Background: an optimization exercise with open tools, aiming at small area. Do not read the settings as production practice. In this exercise RTL edits were held to simulation tests only and were not proved equivalent to the original. Power is estimated from default activity; no workload was simulated.

==> flow/design.v (excerpt) <==
module gpio_top
(
   input  logic                          PCLK,
   input  logic                          PRESETN,
   input  logic                          psel_i,
   input  logic                          penable_i,
   input  logic                          pwrite_i,
   input  logic [gpio_pkg::ADDR_W-1:0]   paddr_i,
   input  logic [gpio_pkg::DATA_W-1:0]   pwdata_i,
   input  gpio_pkg::pins_t               gpio_in_i,
   output logic [gpio_pkg::DATA_W-1:0]   prdata_o,
   output logic                          pready_o,
   output logic                          pslverr_o,
   output gpio_pkg::pins_t               gpio_out_o,
   output gpio_pkg::pins_t               gpio_oe_o,
   output gpio_pkg::pins_t               int_o,
   output logic                          int_or_o
);
For scale: roughly 2500 cells after synthesis, roughly 210 I/O pins.
Settings: LEC_CHECK=0, ABC_AREA=1, CAP_MARGIN=20, CORE_MARGIN=2, CORE_UTILIZATION=40, CTS_BUF_LIST=sky130_fd_sc_hd__clkbuf_4, SLEW_MARGIN=20; clock period 10.0 ns.
run.sh (not shown) runs the stock make flow with config.mk's settings and CLKGATE_MAP_FILE= SYNTH_SCRIPT=/design/flow/synth_recipe.tcl, a recipe that flattens the netlist after the stock synthesis.
The baseline ran to the end with no violations.
Next try:
--- a/flow/config.mk
+++ b/flow/config.mk
@@ -10,4 +10,4 @@
 export CORE_MARGIN = 2
-export CORE_UTILIZATION = 40
-export CTS_BUF_LIST = sky130_fd_sc_hd__clkbuf_4
+export CORE_UTILIZATION = 55
+export CTS_BUF_LIST = sky130_fd_sc_hd__clkbuf_2 sky130_fd_sc_hd__clkbuf_4
 export SLEW_MARGIN = 20
The new run produced a clean layout.
Clock skew falls by 0.022 ns.
Power falls by 3.9%.
Global-route usage rises by 9.0 points.
Sequential share of layout area rises by 0.73 points.
Synthesized cell count is unchanged.
Utilization rises by 17 points.
First-iteration DRC count rises by 4.4%.

* * *

gpio_top again, from the RTL that the note above started with.
==> flow/config.mk <==
export PLATFORM = sky130hd
export DESIGN_NAME = gpio_top
export DESIGN_NICKNAME = gpio_top
export VERILOG_FILES = /design/flow/design.v
export SDC_FILE = /design/flow/constraint.sdc
export NUM_CORES = 4
export LEC_CHECK = 0
export ABC_AREA = 1
export CAP_MARGIN = 0
export CORE_MARGIN = 2
export CORE_UTILIZATION = 40
export SLEW_MARGIN = 0
==> flow/constraint.sdc <==
create_clock -name core_clock -period 10.0 [get_ports {PCLK}]
set_input_delay 2.0000 -clock core_clock [delete_from_list [all_inputs] [get_ports {PCLK}]]
set_output_delay 2.0000 -clock core_clock [all_outputs]
set_load 0.01 [all_outputs]
standard.sh (not shown) runs the stock make flow with config.mk's settings and CLKGATE_MAP_FILE= SYNTH_SCRIPT=/design/flow/synth_recipe.tcl, a recipe that flattens the netlist after the stock synthesis.
==> flow/flow/run.sh <==
#!/bin/bash
# Standard ORFS layout (standard.sh) with these changes:
#  - synthesis maps the logic with flow/abc_area.script (ABC_AREA=1 picks it up);
#    the rest of synthesis is the standard script, so the registers are the same
#  - after synthesis, flow/mux_a22o.py rewrites 2:1 muxes that share a select as
#    and-or cells with one shared inverter (combinational cells only)
#  - ports are buffered with the smallest buffer (buf_1)
#  - clock tree: larger sink clusters, no dummy loads (flow/cts_args)
set -euo pipefail
W=$(pwd)
R=$W/orfs/results/sky130hd/gpio_top/base
rm -rf "$W/scripts_alt"
cp -r "$FLOW_HOME/scripts" "$W/scripts_alt"
cp "$W/flow/abc_area.script" "$W/scripts_alt/abc_area.script"
bash standard.sh "SCRIPTS_DIR=$W/scripts_alt" synth > "$W/synth.log" 2>&1
cp "$R/1_2_yosys.v" "$W/1_2_yosys_abc.v"
python3 "$W/flow/mux_a22o.py" "$W/1_2_yosys_abc.v" "$R/1_2_yosys.v" > "$W/mux_a22o.log" 2>&1
rm -f "$R/1_synth.odb" "$R/1_synth.sdc"
bash standard.sh synth > "$W/synth_odb.log" 2>&1
bash standard.sh "BUFFER_PORTS_ARGS=-buffer_cell sky130_fd_sc_hd__buf_1" \
   "CTS_ARGS=$(cat "$W/flow/cts_args")" finish > "$W/layout.log" 2>&1
test -f "$W/out/final.def"
Other scripts of this flow, unchanged in this note and not shown: flow/flow/abc_area.script, flow/flow/cts_args, flow/flow/mux_a22o.py
Change:
CORE_UTILIZATION = 60   (was 40)
What happened: Cell count shrinks by 8.2%. Power falls by 1.2%. Wire length goes down by 7.3%. Design area drops by 1.4%. Clock power shrinks by 3.2%. Global-route usage came out higher by 12 points. Core utilization rises by 22 points.

* * *

Another version of the RTL of gpio_top (not shown whole).
For scale: roughly 1,700 cells after synthesis, ~210 I/O pins, roughly 18,000 um^2 of cells after synthesis.
==> flow/design.v (excerpt) <==
module gpio_top
(
   input  logic                          PCLK,
   input  logic                          PRESETN,
   input  logic                          psel_i,
   input  logic                          penable_i,
   input  logic                          pwrite_i,
   input  logic [gpio_pkg::ADDR_W-1:0]   paddr_i,
   input  logic [gpio_pkg::DATA_W-1:0]   pwdata_i,
   input  gpio_pkg::pins_t               gpio_in_i,
   output logic [gpio_pkg::DATA_W-1:0]   prdata_o,
   output logic                          pready_o,
   output logic                          pslverr_o,
   output gpio_pkg::pins_t               gpio_out_o,
   output gpio_pkg::pins_t               gpio_oe_o,
   output gpio_pkg::pins_t               int_o,
   output logic                          int_or_o
);
export LEC_CHECK = 0
export ABC_AREA = 1
export CAP_MARGIN = 0
export CORE_MARGIN = 2
export CORE_UTILIZATION = 60
export PLACE_DENSITY = 0.8
export SLEW_MARGIN = 0
create_clock -name core_clock -period 10.0 [get_ports {PCLK}]
==> flow/flow/cts_args <==
-sink_clustering_enable -repair_clock_nets -dont_use_dummy_load -buf_list sky130_fd_sc_hd__clkbuf_16 -sink_clustering_size 30 -sink_clustering_max_diameter 100
Scripts as last shown in full above: flow/flow/run.sh
Other scripts of this flow, unchanged in this note and not shown: flow/flow/abc_area.script, flow/flow/mux_a22o.py
Next try:
==> flow/flow/cts_args (replaced) <==
-sink_clustering_enable -repair_clock_nets -dont_use_dummy_load -buf_list sky130_fd_sc_hd__clkbuf_16 -sink_clustering_size 26 -sink_clustering_max_diameter 100
The changed run produced a clean layout.
Design area climbs by 0.37%.
Sequential cell count stays the same.
Fmax goes down by 0.55%.
Global-route usage barely changes.
Wire length barely changes.
Clock-buffer cell count climbs by 3.
Synthesized area is unchanged.
Hold slack loses 0.0078 ns.
Next try:
==> flow/flow/cts_args (replaced) <==
-sink_clustering_enable -repair_clock_nets -dont_use_dummy_load -buf_list sky130_fd_sc_hd__clkbuf_16 -sink_clustering_size 30 -sink_clustering_max_diameter 90
PLACE_DENSITY = 0.9   (was 0.8)
Effect: Clock skew came out lower by 0.018 ns. Clock power fell by a few percent. Wire length falls slightly. Synthesized area stays the same.

==> separate check: timing with driven ports <==
No port has a modelled driver above. Below, the same layouts with a new extraction and two added sets of constraints. Step 1, drivers: a clkbuf_16 drives PCLK and a buf_2 each remaining input, both assumed. Step 2 also shifts input and output timing later by t, the mid clock arrival at the registers, as if the neighbouring blocks saw the same clock. Slacks: no drivers / after step 1 / after step 2; pairs: no drivers / after step 1.
run | shift t [ns] | setup slack, ns | slew at the worst register clock pin (ns) | worst slew at a driven data input, ns
the first run of note 1 | 0.955 | 1.385 / 1.340 / 1.340 | 0.08 / 0.08 | 0.08
the second run of note 1 | 0.900 | 1.832 / 1.799 / 1.799 | 0.08 / 0.08 | 0.11
the first run of note 2 | 0.630 | 2.237 / 2.198 / 2.198 | 0.11 / 0.11 | 0.05
the second run of note 2 | 0.605 | 2.143 / 2.086 / 2.086 | 0.10 / 0.10 | 0.08
the first run of note 3 | 0.599 | 2.874 / 2.808 / 2.808 | 0.12 / 0.12 | 0.08
the second run of note 3 | 0.595 | 2.835 / 2.773 / 2.773 | 0.11 / 0.11 | 0.08
the third run of note 3 | 0.599 | 2.809 / 2.740 / 2.740 | 0.12 / 0.12 | 0.07
After both steps every run listed still meets setup and hold. The setup slack of the third run of note 3, which loses most, moves by -0.069 ns with the drivers and by -0.069 ns with both steps.
